Source: an optimization exercise on an open RTL-to-GDS flow (aim: small area, a short achievable clock period and few clock cycles per item). Production flows keep margins and buffers that such runs may drop. In this exercise RTL edits were held to simulation tests only and were not proved equivalent to the original. Power figures rest on the tool's default switching activity, not on a simulated workload.

== job 7811 ==
## cpu_core
module cpu_core #(
	parameter int ADDR_W = 9,
	parameter logic [ADDR_W-1:0] RESET_PC = '0
) (
	input wire clk,
	input wire rst_n,
	output logic wb_cyc,
	output logic wb_stb,
	output logic wb_we,
	output logic [ADDR_W-1:0] wb_adr,
	output bus_pkg::word_t wb_dat_o,
	output logic [3:0] wb_sel,
	input wire bus_pkg::word_t wb_dat_i,
	input wire wb_ack
);
For scale: ~2100 cells after synthesis, roughly 620 flip-flops, roughly 83 I/O pins, ~0.028 mm^2 of cells after synthesis.
Settings: LEC_CHECK=0, CAP_MARGIN=20, CELL_PAD_IN_SITES_DETAIL_PLACEMENT=1, CELL_PAD_IN_SITES_GLOBAL_PLACEMENT=1, CORE_MARGIN=2, CORE_UTILIZATION=35, CTS_BUF_LIST=sky130_fd_sc_hd__clkbuf_8 sky130_fd_sc_hd__clkbuf_16, CTS_CLUSTER_DIAMETER=60, CTS_CLUSTER_SIZE=16, PLACE_DENSITY=0.5, SETUP_SLACK_MARGIN=2.5, SLEW_MARGIN=20, TNS_END_PERCENT=5; clock period 6.0 ns.
run.sh (not shown) runs the stock make flow with config.mk's settings and CLKGATE_MAP_FILE= SYNTH_SCRIPT=/design/flow/synth_recipe.tcl, a recipe that flattens the netlist after the stock synthesis.
Testbench counts of job 7811, summed over its fixed seeds: cycles 7,689, instrs 3,072.
### job 7811 -> job 5214
# job 7811
export LEC_CHECK = 0
export CAP_MARGIN = 20
export CELL_PAD_IN_SITES_DETAIL_PLACEMENT = 1
export CELL_PAD_IN_SITES_GLOBAL_PLACEMENT = 1
export CORE_MARGIN = 2
export CORE_UTILIZATION = 35
export CTS_BUF_LIST = sky130_fd_sc_hd__clkbuf_8 sky130_fd_sc_hd__clkbuf_16
export CTS_CLUSTER_DIAMETER = 60
export CTS_CLUSTER_SIZE = 16
export PLACE_DENSITY = 0.5
export SETUP_SLACK_MARGIN = 2.5
export SLEW_MARGIN = 20
export TNS_END_PERCENT = 5
create_clock -name core_clock -period 6.0 [get_ports {clk}]
# job 5214
export LEC_CHECK = 0
export CAP_MARGIN = 20
export CELL_PAD_IN_SITES_DETAIL_PLACEMENT = 1
export CELL_PAD_IN_SITES_GLOBAL_PLACEMENT = 1
export CORE_MARGIN = 2
export CORE_UTILIZATION = 35
export CTS_BUF_LIST = sky130_fd_sc_hd__clkbuf_8
export CTS_CLUSTER_DIAMETER = 50
export CTS_CLUSTER_SIZE = 12
export PLACE_DENSITY = 0.5
export SETUP_SLACK_MARGIN = 4.0
export SLEW_MARGIN = 20
export TNS_END_PERCENT = 5
create_clock -name core_clock -period 6.0 [get_ports {clk}]
[summary]
Compared with job 7811, job 5214 degrades clock tree skew after final layout.
Job 7811 and job 5214 ended up with roughly the same clock network area share.
On worst slack on hold paths, job 5214 and job 7811 are neck and neck.
Relative to job 7811, length of routed met2 wiring increased by 3.7 mm in job 5214.
Per the comparison of job 5214 with job 7811, clock slew seen by the registers of the worst setup and hold paths ~0 delta, power +0.21 mW.
The following lists how job 2055 was set up differently from job 5214:
# job 5214
export LEC_CHECK = 0
export CAP_MARGIN = 20
export CELL_PAD_IN_SITES_DETAIL_PLACEMENT = 1
export CELL_PAD_IN_SITES_GLOBAL_PLACEMENT = 1
export CORE_MARGIN = 2
export CORE_UTILIZATION = 35
export CTS_BUF_LIST = sky130_fd_sc_hd__clkbuf_8
export CTS_CLUSTER_DIAMETER = 50
export CTS_CLUSTER_SIZE = 12
export PLACE_DENSITY = 0.5
export SETUP_SLACK_MARGIN = 4.0
export SLEW_MARGIN = 20
export TNS_END_PERCENT = 5
create_clock -name core_clock -period 6.0 [get_ports {clk}]
# job 2055
export LEC_CHECK = 0
export CAP_MARGIN = 20
export CELL_PAD_IN_SITES_DETAIL_PLACEMENT = 1
export CELL_PAD_IN_SITES_GLOBAL_PLACEMENT = 1
export CORE_MARGIN = 2
export CORE_UTILIZATION = 35
export CTS_BUF_LIST = sky130_fd_sc_hd__clkbuf_8
export CTS_CLUSTER_DIAMETER = 60
export CTS_CLUSTER_SIZE = 16
export PLACE_DENSITY = 0.5
export SETUP_SLACK_MARGIN = 3.2
export SLEW_MARGIN = 20
export TNS_END_PERCENT = 5
create_clock -name core_clock -period 6.0 [get_ports {clk}]
==> notes.md <==
Job 2055 ends up with a met3 demand-to-capacity share in global routing that is 0.38 points lower than in job 5214. Taking job 5214 as the reference, in job 2055 power went down 8.9%, fraction of area in non-clock buffers rose by 0.77 points, post-layout worst setup margin went down by 0.084 ns, non-clock buffer count up 4, flip-flop and latch count held. Comparing average wire per cell in the routed design for job 2055 and job 5214, the smaller number came from job 5214. Diff job 5214 -> job 2055: post-synthesis async set-or-reset flop share neither gained nor lost much; count of buffering cells on the critical path with inverters included lost 1. Job 5214 → job 2055: critical path depth fell 1; via count +94.
Inputs modified between job 2055 and job 8217:
# job 2055
export LEC_CHECK = 0
export CAP_MARGIN = 20
export CELL_PAD_IN_SITES_DETAIL_PLACEMENT = 1
export CELL_PAD_IN_SITES_GLOBAL_PLACEMENT = 1
export CORE_MARGIN = 2
export CORE_UTILIZATION = 35
export CTS_BUF_LIST = sky130_fd_sc_hd__clkbuf_8
export CTS_CLUSTER_DIAMETER = 60
export CTS_CLUSTER_SIZE = 16
export PLACE_DENSITY = 0.5
export SETUP_SLACK_MARGIN = 3.2
export SLEW_MARGIN = 20
export TNS_END_PERCENT = 5
create_clock -name core_clock -period 6.0 [get_ports {clk}]
# job 8217
export LEC_CHECK = 0
export CAP_MARGIN = 20
export CELL_PAD_IN_SITES_DETAIL_PLACEMENT = 1
export CELL_PAD_IN_SITES_GLOBAL_PLACEMENT = 1
export CORE_MARGIN = 2
export CORE_UTILIZATION = 45
export CTS_BUF_LIST = sky130_fd_sc_hd__clkbuf_8
export CTS_CLUSTER_DIAMETER = 50
export CTS_CLUSTER_SIZE = 12
export PLACE_DENSITY = 0.6
export SETUP_SLACK_MARGIN = 3.2
export SLEW_MARGIN = 20
export TNS_END_PERCENT = 5
create_clock -name core_clock -period 6.0 [get_ports {clk}]
==> notes.md <==
There was hardly any difference in clock skew after layout between job 8217 and job 2055.
Job 8217 ended up with a higher share of the core filled with cells than job 2055 did.
Taking job 2055 as 1.0, job 8217 lands at 0.923 on number of cells in the finished layout apart from fillers.
Diff job 2055 -> job 8217: finished layout cell area shows a reduction of about 2.4%; data arrival at the endpoint of the critical path shows a reduction of 0.06 ns; via count shows an increase of 158; wire length of the first global-routing pass shows a reduction of about 5.3%.
Setup slack, job 2055 and job 8217: smaller value in job 2055
What job 7130 does differently from job 8217 at the input level:
# job 8217
export LEC_CHECK = 0
export CAP_MARGIN = 20
export CELL_PAD_IN_SITES_DETAIL_PLACEMENT = 1
export CELL_PAD_IN_SITES_GLOBAL_PLACEMENT = 1
export CORE_MARGIN = 2
export CORE_UTILIZATION = 45
export CTS_BUF_LIST = sky130_fd_sc_hd__clkbuf_8
export CTS_CLUSTER_DIAMETER = 50
export CTS_CLUSTER_SIZE = 12
export PLACE_DENSITY = 0.6
export SETUP_SLACK_MARGIN = 3.2
export SLEW_MARGIN = 20
export TNS_END_PERCENT = 5
create_clock -name core_clock -period 6.0 [get_ports {clk}]
# job 7130
export LEC_CHECK = 0
export CAP_MARGIN = 20
export CELL_PAD_IN_SITES_DETAIL_PLACEMENT = 1
export CELL_PAD_IN_SITES_GLOBAL_PLACEMENT = 1
export CORE_MARGIN = 2
export CORE_UTILIZATION = 35
export CTS_BUF_LIST = sky130_fd_sc_hd__clkbuf_8
export CTS_CLUSTER_DIAMETER = 50
export CTS_CLUSTER_SIZE = 12
export PLACE_DENSITY = 0.5
export SETUP_SLACK_MARGIN = 3.2
export SLEW_MARGIN = 20
export TNS_END_PERCENT = 5
create_clock -name core_clock -period 6.0 [get_ports {clk}]
==> notes.md <==
- Job 7130 | status: complete | timing, DRC, antenna: pass
- | number of core rows | lower: job 8217 |
- On count of multi-input gates, job 7130 and job 8217 are neck and neck.
- The higher worst hold margin of job 7130 and job 8217 is in job 7130.
- Cell with the largest stage delay on the worst path = sky130_fd_sc_hd__dlygate4sd2_1: job 8217; cell with the largest stage delay on the worst path = sky130_fd_sc_hd__or4b_4: job 7130
- Capture point of the critical path = op_b[14]$_DFFE_PP_: job 8217; capture point of the critical path = rf[11][28]$_DFFE_PP_: job 7130
- Taking job 8217 as the reference, in job 7130 final routed wirelength across all metal layers rose 10 mm, cell area after layout rose about 5%, post-cts resize count rose 16%, routed wire length per instance fell 1.8%, core utilization fell 9.8 points.
- Final total power for job 7130 is higher than for job 8217.
- Diff job 8217 -> job 7130: die area rose 28%, largest stage delay on the critical path rose 0.05 ns.

[port drivers added, routing unchanged]
The flow's constraints put no driver on any port. The routed layouts listed below were extracted and timed again, unchanged, in two steps. Step 1 assumes that a clkbuf_16 drives the clock port and a buf_2 every other input. Step 2 adds t to the input delays and takes it off the output delays; t is the mean of the earliest and latest rising clock arrival at the registers after step 1. Input paths then give back, and output paths get back, about the clock's delay inside the block. Three values: ideal ports, drivers, drivers and shift; two values: the first two.
| run | shift t [ns] | setup slack, ns | worst slew at a driven data input, ns |
|---|---|---|---|
| job 7811 | 0.700 | 2.457 / 2.457 / 1.796 | 0.07 |
| job 5214 | 0.758 | 2.634 / 2.634 / 2.159 | 0.07 |
| job 2055 | 0.796 | 2.550 / 2.550 / 2.047 | 0.11 |
| job 8217 | 0.744 | 2.622 / 2.649 / 1.920 | 0.09 |
| job 7130 | 0.768 | 2.693 / 2.693 / 2.116 | 0.12 |
After both steps setup and hold are still met in every run listed. The setup slack of job 8217, which loses most, moves by +0.027 ns with the drivers and by -0.702 ns with both steps.
